Background: an optimization exercise with open tools, aiming at small area, a short achievable clock period and few clock cycles. Do not read the settings as production practice. Function was checked by simulation only, so behaviour that the tests miss may differ from the original. No activity file was given, so power comes from the tool's default toggle rates.

### flow/design.v
module axi4_burst_slave_mem #(
  parameter int unsigned C_S_AXI_ID_WIDTH   = 1,
  parameter int unsigned C_S_AXI_DATA_WIDTH = 32,
  parameter int unsigned C_S_AXI_ADDR_WIDTH = 32,
  parameter int unsigned C_MEM_ADDR_BITS    = 6
) (
  input  logic                            S_AXI_ACLK,
  input  logic                            S_AXI_ARESETN,
  input  logic [C_S_AXI_ID_WIDTH-1:0]     S_AXI_AWID,
  input  logic [C_S_AXI_ADDR_WIDTH-1:0]   S_AXI_AWADDR,
  input  logic [7:0]                      S_AXI_AWLEN,
  input  logic [2:0]                      S_AXI_AWSIZE,
  input  logic [1:0]                      S_AXI_AWBURST,
  input  logic                            S_AXI_AWVALID,
  output logic                            S_AXI_AWREADY,
  input  logic [C_S_AXI_DATA_WIDTH-1:0]   S_AXI_WDATA,
  input  logic [C_S_AXI_DATA_WIDTH/8-1:0] S_AXI_WSTRB,
  input  logic                            S_AXI_WLAST,
  input  logic                            S_AXI_WVALID,
  output logic                            S_AXI_WREADY,
  output logic [C_S_AXI_ID_WIDTH-1:0]     S_AXI_BID,
  output logic [1:0]                      S_AXI_BRESP,
  output logic                            S_AXI_BVALID,
  input  logic                            S_AXI_BREADY,
  input  logic [C_S_AXI_ID_WIDTH-1:0]     S_AXI_ARID,
  input  logic [C_S_AXI_ADDR_WIDTH-1:0]   S_AXI_ARADDR,
  input  logic [7:0]                      S_AXI_ARLEN,
  input  logic [2:0]                      S_AXI_ARSIZE,
  input  logic [1:0]                      S_AXI_ARBURST,
  input  logic                            S_AXI_ARVALID,
  output logic                            S_AXI_ARREADY,
  output logic [C_S_AXI_ID_WIDTH-1:0]     S_AXI_RID,
  output logic [C_S_AXI_DATA_WIDTH-1:0]   S_AXI_RDATA,
  output logic [1:0]                      S_AXI_RRESP,
  output logic                            S_AXI_RLAST,
  output logic                            S_AXI_RVALID,
  input  logic                            S_AXI_RREADY
  ,
  output logic [15:0]                     S_AXI_ERR_CNT
);
  localparam int unsigned ID_W   = C_S_AXI_ID_WIDTH;
  localparam int unsigned ADDR_W = C_S_AXI_ADDR_WIDTH;
  localparam int unsigned DATA_W = C_S_AXI_DATA_WIDTH;
  localparam int unsigned STRB_W = DATA_W / 8;
  localparam int unsigned IDX_W  = C_MEM_ADDR_BITS;
  localparam int unsigned DEPTH  = 1 << IDX_W;
  localparam logic [1:0] BURST_FIXED = 2'b00;
  localparam logic [1:0] BURST_INCR  = 2'b01;
  localparam logic [1:0] BURST_WRAP  = 2'b10;
  localparam logic [1:0] RESP_OKAY   = 2'b00;
  localparam logic [1:0] RESP_SLVERR = 2'b10;
  function automatic logic wrap_len_ok(input logic [7:0] len);
    wrap_len_ok = (len == 8'd1) || (len == 8'd3) || (len == 8'd7) || (len == 8'd15);
  endfunction
  function automatic logic req_err(input logic [1:0] addr_lo, input logic [7:0] len,
                                   input logic [2:0] size, input logic [1:0] burst);
    logic bad_wrap;
    bad_wrap = (burst == BURST_WRAP) && (!wrap_len_ok(len) || (addr_lo != 2'b00));
    req_err = (size != 3'b010) || (burst == 2'b11) || bad_wrap;
  endfunction
  function automatic logic [1:0] eff_burst(input logic [7:0] len, input logic [1:0] burst);
    logic [1:0] b;
    b = burst;
    if (burst == 2'b11) b = BURST_INCR;
    else if (burst == BURST_WRAP && !wrap_len_ok(len)) b = BURST_INCR;
    eff_burst = b;
  endfunction
  function automatic logic [ADDR_W-1:0] next_addr(input logic [ADDR_W-1:0] addr,
                                                  input logic [3:0] len_lo,
                                                  input logic [1:0] burst);
    logic [ADDR_W-1:0] mask;
    logic [ADDR_W-1:0] nxt;
    mask = ADDR_W'({len_lo, 2'b11});
    case (burst)
      BURST_FIXED: nxt = addr;
      BURST_WRAP:  nxt = (addr & ~mask) | ((addr + ADDR_W'(4)) & mask);
      default:     nxt = addr + ADDR_W'(4);
    endcase
    next_addr = nxt;
  endfunction
  logic [DATA_W-1:0] mem [DEPTH];
  typedef enum logic [1:0] {W_IDLE, W_DATA, W_RESP} w_state_t;
  typedef enum logic       {R_IDLE, R_DATA}         r_state_t;
  w_state_t          w_state;
  logic [ID_W-1:0]   w_id;
  logic [ADDR_W-1:0] w_addr;
  logic [7:0]        w_len;
  logic [1:0]        w_burst;
  logic [8:0]        w_beat;
  logic              w_err;
  r_state_t          r_state;
  logic [ADDR_W-1:0] r_addr;
  logic [7:0]        r_len;
  logic [1:0]        r_burst;
  logic [7:0]        r_beat;
  logic              w_in_range_c;
  logic              w_at_last_c;
  logic              w_beat_c;
  logic              w_err_nxt_c;
  logic              mem_we_c;
  logic [ADDR_W-1:0] w_addr_nxt_c;
  logic [ADDR_W-1:0] r_addr_nxt_c;
  always_comb begin
    w_in_range_c = (w_beat <= {1'b0, w_len});
    w_at_last_c  = (w_beat == {1'b0, w_len});
    w_beat_c     = S_AXI_WVALID & S_AXI_WREADY;
    mem_we_c     = w_beat_c & w_in_range_c;
    w_err_nxt_c  = w_err | (S_AXI_WLAST ? !w_at_last_c : w_at_last_c);
    w_addr_nxt_c = next_addr(w_addr, w_len[3:0], w_burst);
    r_addr_nxt_c = next_addr(r_addr, r_len[3:0], r_burst);
  end
  always_ff @(posedge S_AXI_ACLK) begin
    if (mem_we_c) begin
      for (int b = 0; b < int'(STRB_W); b++) begin
        if (S_AXI_WSTRB[b]) mem[w_addr[IDX_W+1:2]][8*b +: 8] <= S_AXI_WDATA[8*b +: 8];
      end
    end
  end
  always_ff @(posedge S_AXI_ACLK or negedge S_AXI_ARESETN) begin
    if (!S_AXI_ARESETN) begin
      w_state       <= W_IDLE;
      w_id          <= '0;
      w_addr        <= '0;
      w_len         <= '0;
      w_burst       <= BURST_INCR;
      w_beat        <= '0;
      w_err         <= 1'b0;
      S_AXI_AWREADY <= 1'b0;
      S_AXI_WREADY  <= 1'b0;
      S_AXI_BVALID  <= 1'b0;
      S_AXI_BID     <= '0;
      S_AXI_BRESP   <= RESP_OKAY;
    end else begin
      case (w_state)
        W_IDLE: begin
          S_AXI_AWREADY <= 1'b1;
          if (S_AXI_AWVALID && S_AXI_AWREADY) begin
            S_AXI_AWREADY <= 1'b0;
            S_AXI_WREADY  <= 1'b1;
            w_id          <= S_AXI_AWID;
            w_addr        <= S_AXI_AWADDR;
            w_len         <= S_AXI_AWLEN;
            w_burst       <= eff_burst(S_AXI_AWLEN, S_AXI_AWBURST);
            w_beat        <= '0;
            w_err         <= req_err(S_AXI_AWADDR[1:0], S_AXI_AWLEN, S_AXI_AWSIZE, S_AXI_AWBURST);
            w_state       <= W_DATA;
          end
        end
        W_DATA: begin
          if (w_beat_c) begin
            if (w_in_range_c) begin
              w_addr <= w_addr_nxt_c;
              w_beat <= w_beat + 9'd1;
            end
            w_err <= w_err_nxt_c;
            if (S_AXI_WLAST) begin
              S_AXI_WREADY <= 1'b0;
              S_AXI_BVALID <= 1'b1;
              S_AXI_BID    <= w_id;
              S_AXI_BRESP  <= w_err_nxt_c ? RESP_SLVERR : RESP_OKAY;
              w_state      <= W_RESP;
            end
          end
        end
        W_RESP: begin
          if (S_AXI_BVALID && S_AXI_BREADY) begin
            S_AXI_BVALID  <= 1'b0;
            S_AXI_AWREADY <= 1'b1;
            w_state       <= W_IDLE;
          end
        end
        default: w_state <= W_IDLE;
      endcase
    end
  end
  always_ff @(posedge S_AXI_ACLK or negedge S_AXI_ARESETN) begin
    if (!S_AXI_ARESETN) begin
      r_state       <= R_IDLE;
      r_addr        <= '0;
      r_len         <= '0;
      r_burst       <= BURST_INCR;
      r_beat        <= '0;
      S_AXI_ARREADY <= 1'b0;
      S_AXI_RVALID  <= 1'b0;
      S_AXI_RID     <= '0;
      S_AXI_RDATA   <= '0;
      S_AXI_RRESP   <= RESP_OKAY;
      S_AXI_RLAST   <= 1'b0;
    end else begin
      case (r_state)
        R_IDLE: begin
          S_AXI_ARREADY <= 1'b1;
          if (S_AXI_ARVALID && S_AXI_ARREADY) begin
            S_AXI_ARREADY <= 1'b0;
            S_AXI_RVALID  <= 1'b1;
            S_AXI_RID     <= S_AXI_ARID;
            r_addr        <= S_AXI_ARADDR;
            r_len         <= S_AXI_ARLEN;
            r_burst       <= eff_burst(S_AXI_ARLEN, S_AXI_ARBURST);
            r_beat        <= '0;
            S_AXI_RDATA   <= mem[S_AXI_ARADDR[IDX_W+1:2]];
            S_AXI_RRESP   <= req_err(S_AXI_ARADDR[1:0], S_AXI_ARLEN, S_AXI_ARSIZE, S_AXI_ARBURST)
                             ? RESP_SLVERR : RESP_OKAY;
            S_AXI_RLAST   <= (S_AXI_ARLEN == 8'd0);
            r_state       <= R_DATA;
          end
        end
        R_DATA: begin
          if (S_AXI_RVALID && S_AXI_RREADY) begin
            if (S_AXI_RLAST) begin
              S_AXI_RVALID  <= 1'b0;
              S_AXI_RLAST   <= 1'b0;
              S_AXI_ARREADY <= 1'b1;
              r_state       <= R_IDLE;
            end else begin
              r_addr      <= r_addr_nxt_c;
              r_beat      <= r_beat + 8'd1;
              S_AXI_RDATA <= mem[r_addr_nxt_c[IDX_W+1:2]];
              S_AXI_RLAST <= ((r_beat + 8'd1) == r_len);
            end
          end
        end
        default: r_state <= R_IDLE;
      endcase
    end
  end
  logic [1:0]  err_inc_c;
  logic [16:0] err_sum_c;
  always_comb begin
    err_inc_c = 2'(S_AXI_BVALID & S_AXI_BREADY & (S_AXI_BRESP == RESP_SLVERR))
              + 2'(S_AXI_RVALID & S_AXI_RREADY & S_AXI_RLAST & (S_AXI_RRESP == RESP_SLVERR));
    err_sum_c = 17'(S_AXI_ERR_CNT) + 17'(err_inc_c);
  end
  always_ff @(posedge S_AXI_ACLK or negedge S_AXI_ARESETN) begin
    if (!S_AXI_ARESETN) S_AXI_ERR_CNT <= '0;
    else                S_AXI_ERR_CNT <= err_sum_c[16] ? 16'hFFFF : err_sum_c[15:0];
  end
endmodule
### flow/constraint.sdc
create_clock -name core_clock -period 5.0 [get_ports {S_AXI_ACLK}]
set_input_delay 1.0000 -clock core_clock [delete_from_list [all_inputs] [get_ports {S_AXI_ACLK}]]
set_output_delay 1.0000 -clock core_clock [all_outputs]
set_load 0.01 [all_outputs]
### flow/run.sh
#!/bin/bash
# synth_recipe.tcl (not shown) runs the flow's synth.tcl, then flattens the netlist and writes it again
# the make line also repeats each setting of config.mk as NAME=value (left out here)
make -C /OpenROAD-flow-scripts/flow DESIGN_CONFIG=/design/flow/config.mk WORK_HOME=/design/flow/orfs CLKGATE_MAP_FILE= SYNTH_SCRIPT=/design/flow/synth_recipe.tcl finish
### flow/config.mk
export PLATFORM = sky130hd
export DESIGN_NAME = axi4_burst_slave_mem
export DESIGN_NICKNAME = axi4_burst_slave_mem
export VERILOG_FILES = /design/flow/design.v
export SDC_FILE = /design/flow/constraint.sdc
export NUM_CORES = 4
export LEC_CHECK = 0
export CAP_MARGIN = 20
export CORE_MARGIN = 2
export CORE_UTILIZATION = 40
export SLEW_MARGIN = 20
==> out/results.ini <==
[outcome]
status = complete, no violations

[synthesis]
synth_edf_count = 2048
netlist_area_um2 = 101000
ys_ff_latch = 2160
ys_warn_count = 1
syn-mean-instance-area_um2 = 18.6
seq_area_frac_synth_pct = 63.9
async_reset_ff_share_pct = 5.19
synth_flop_cell = edfxtp_1
synthCells = 5406
synth_cell_types = 89

[routing]
ant_nets = 0
routed_via_density = 6.54
wirelength_um = 346000
wl_per_cell_um = 37.1
drt-initial-drc-count = 9549
first_pass_iters = 9
vias = 61040
drc = 0

[power_and_ir_drop]
power_density_nw_per_um2 = 521
seq_power_share_pct = 34.9
comb_power_share_pct = 36.8
switching_share_pct = 34.9
p_int_mw = 39.2
peakVddDrop_mv = 0.631
total_power_mw = 60.2
p_clk_share_pct = 28.4
p_switching_mw = 21.0
leakage_nw = 36.6

[hold_path]
hp-class = in -> async

[finish]
nets = 5913
final_area_um2 = 116000
drive_gt1_share_pct = 32.0
syn2layout_area_growth_pct = 14.9
fin_util_pct = 46.1

[critical_path]
critPathLaunchType = flip-flop
worstSetupPathType = reg -> reg
cp_max_fo = 8
slowest_delay_ps = 970
crit_path_top_delay_cell = nor2_1
crit_chain = inv_1 > nor3_1 > nand2_1 > nor2_1
r2r.worst_path.cells = 4
r2r_end = mem[49][9]
cp-end-kind = flip-flop
r2r-start = w_addr[2]
reg2reg_slack_ps = 830
worst_ep_required_time_ps = 5490
crit_arrival_ps = 4660

[die]
num_rows = 184
core_area_um2 = 251000
io_pins = 196
initial_utilization_pct = 40.1
dieArea_um2 = 256000
fp.dieW_um = 506
die_y_um = 506

[placement]
portBuffers = 145
placed_cell_area_um2 = 108000
gp_congestion = 0.879
hpwl_um = 225000

[global_route]
grt_max_degree = 84
antenna_found_initial = 41
grt_pass1_vias = 59860
grt-ovfl-total = 0
grt_pass1_wl_um = 479000
grtUsageTotal_pct = 26.8

[sta]
tightest_slew_ps = 1200
holdWs_ps = 167
rsz0062_at_grt = no
maxSlewViolCount = 0
fin_tns_setup_ps = 0
period_minus_slack_ps = 4170
finalSetupViolCount = 0
fin_skew_ps = 36.8
finalCritPeriodShare_pct = 83.3
relSlewSlack_pct = 19.9
hold_viol_final = 0
fmaxAchievable_mhz = 240

[cts]
h-tree-depth = 4
postCtsSetupRepairBufs = 0
cts_resized = 0
clock_latency_ps = 900
hold_buffers = 0
cts_tree = yes
cts_max_path_buffers = 3
clock_sinks = 2160
cts-root-buf = clkbuf_16
clkSlewWorstSetupHoldPaths_ps = 60
cts_buffers = 226

[job]
maxCapViolations = 0

==> Yosys cell counts, types with 4 or more instances <==
cell type     n  area (µm²)
a2111oi_0     4        35.0
a211oi_1     28         210
a21oi_1      51         255
a221oi_1      4        35.0
a221oi_2      4        60.1
a22o_1       55         482
a22oi_1      63         473
a31oi_1      44         275
a32oi_1      19         166
and2_1        7        43.8
and3_1       28         175
and4_1       28         245
buf_1        34         128
buf_2       142         711
buf_4        28         210
buf_6        13         146
clkbuf_1    207         777
dfrtp_1     110        2750
edfxtp_1   2048       61500
ha_1         13         163
inv_1        17        63.8
mux2_2       15         169
mux2i_1     111        1110
mux4_2     1073       24200
nand2_1     326        1220
nand2b_1      9        56.3
nand3_1     200        1000
nand4_1      51         319
nor2_1      325        1220
nor2b_1       8        50.1
nor3_1       14        70.1
nor3b_1       7        52.6
nor4_1        5        31.3
o21ai_0      99         495
o22ai_1      95         594
o31ai_1      12        90.1
or3_1         7        43.8
xnor2_1      15         131
xor2_1       14         123
==> worst max-delay path, delay by kind of cell (launching register included) <==
kind,cells,cell delay (ps)
buffers and inverters,1,360
DFF,1,700
and+or+nand+nor,3,2690
==> how the worst max path moves through the flow <==
| stage | start | end | slack (ps) | depth (start not counted) |
|---|---|---|---|---|
| floorplan | S_AXI_ARADDR[2] | S_AXI_RDATA[30] | 1750 | 9 |
| global placement | S_AXI_RREADY | S_AXI_ERR_CNT[6] | 750 | 11 |
| detailed placement | S_AXI_RREADY | S_AXI_ERR_CNT[3] | 690 | 11 |
| CTS | r_addr[2] | S_AXI_RDATA[28] | 990 | 10 |
| global route | w_addr[2] | mem[51][9] | 750 | 4 |
| finish | w_addr[2] | mem[49][9] | 830 | 4 |
==> routing by layer <==
metal  track usage (%)  vias to the layer above  wire [µm]
met1              36.6                    32665     130000
met4              10.4                       18      14200
met2              40.8                     4053     159000
li1                  -                    23678          -
met3              7.61                      626      42800
met5                 0                        -        116
==> area by class of cell <==
cell class	instances	area [µm²]
Fill cell	20998	135000
Clock inverter	133	1350
Timing Repair Buffer	552	5070
Multi-Input combinational cell	2805	34500
Clock buffer	293	6100
Inverter	18	67.6
Sequential cell	2160	64300
Antenna cell	26	65.1
Tap cell	3348	4190
==> state kept, by name (all words and copies together) (netlist names), 2 cells and up, named ones only <==
signal	count
r_len	8
w_beat	9
S_AXI_ERR_CNT	16
w_burst	2
w_len	8
mem	2048
r_beat	8
r_burst	2
S_AXI_RDATA	32
w_addr	3
w_state	2
r_addr	6
==> cells in the final DEF (no fill, tap or decap), types with 53 or more instances in the layout <==
master / n
edfxtp_1: 2048
mux4_2: 1073
buf_4: 381
nand2_1: 322
nor2_1: 320
clkbuf_16: 231
nand3_1: 200
dfrtp_1: 110
mux2i_1: 110
clkdlybuf4s50_1: 108
o21ai_0: 99
o22ai_1: 94
a22oi_1: 63
a22o_1: 55
clkbuf_1: 53
==> cells by family after synthesis <==
family / Yosys count / synth area share [%]
buffers and inverters: 442 / 2.03
adder cells (fa/ha/maj): 14 / 0.182
flip-flops: 2160 / 63.9
AO/OA/AOI/OAI: 526 / 3.63
other: 1 / 0.00373
multiplexers: 1199 / 25.3
AND/OR/NAND/NOR: 1034 / 4.68
XOR/XNOR: 30 / 0.280
==> power by group through the flow <==
stage                     sequential, mW  combinational, mW  clock, mW
after CTS                           21.0               21.9       17.3
after detailed placement            21.4               21.9          0
after global routing                21.1               23.0       17.9
after floorplan                     21.0               14.2          0
after global placement              21.4               21.8          0
final                               21.0               22.1       17.1
==> metrics by stage <==
| stage | setup slack, ps | instances |
|---|---|---|
| floorplan | 1750 | 5407 |
| global placement | 746 | 8883 |
| detailed placement | 694 | 8883 |
| CTS | 994 | 9309 |
| global route | 752 | 9313 |
| finish | 833 | 9335 |
Testbench counts, summed over its fixed seeds: cycles 12,792.

[separate check: timing with driven ports]
The results above use ideal ports. As a check the final layout listed here was re-extracted and re-timed, cells and wires unchanged.
Step 1 (the two cells are an assumption about what drives the block):
set clk [get_ports {S_AXI_ACLK}]
set_driving_cell -lib_cell sky130_fd_sc_hd__clkbuf_16 $clk
set_driving_cell -lib_cell sky130_fd_sc_hd__buf_2 [delete_from_list [all_inputs] $clk]
Step 2 also shifts input and output timing later by t, the mid clock arrival at the registers, as if the neighbouring blocks saw the same clock.
a / b / c = ideal / step 1 / step 2; a / b = the first two.
t, ns: 0.976
setup slack, ns: 0.833 / 0.833 / 0.825
worst setup path at the end: input to register
slew at the worst register clock pin (ns): 0.07 / 0.07
pins driven straight from the clock port: 1
After both steps this run still meets setup and hold. For this run, drivers alone change the setup slack by 0.000 ns; drivers and shift together by -0.008 ns.
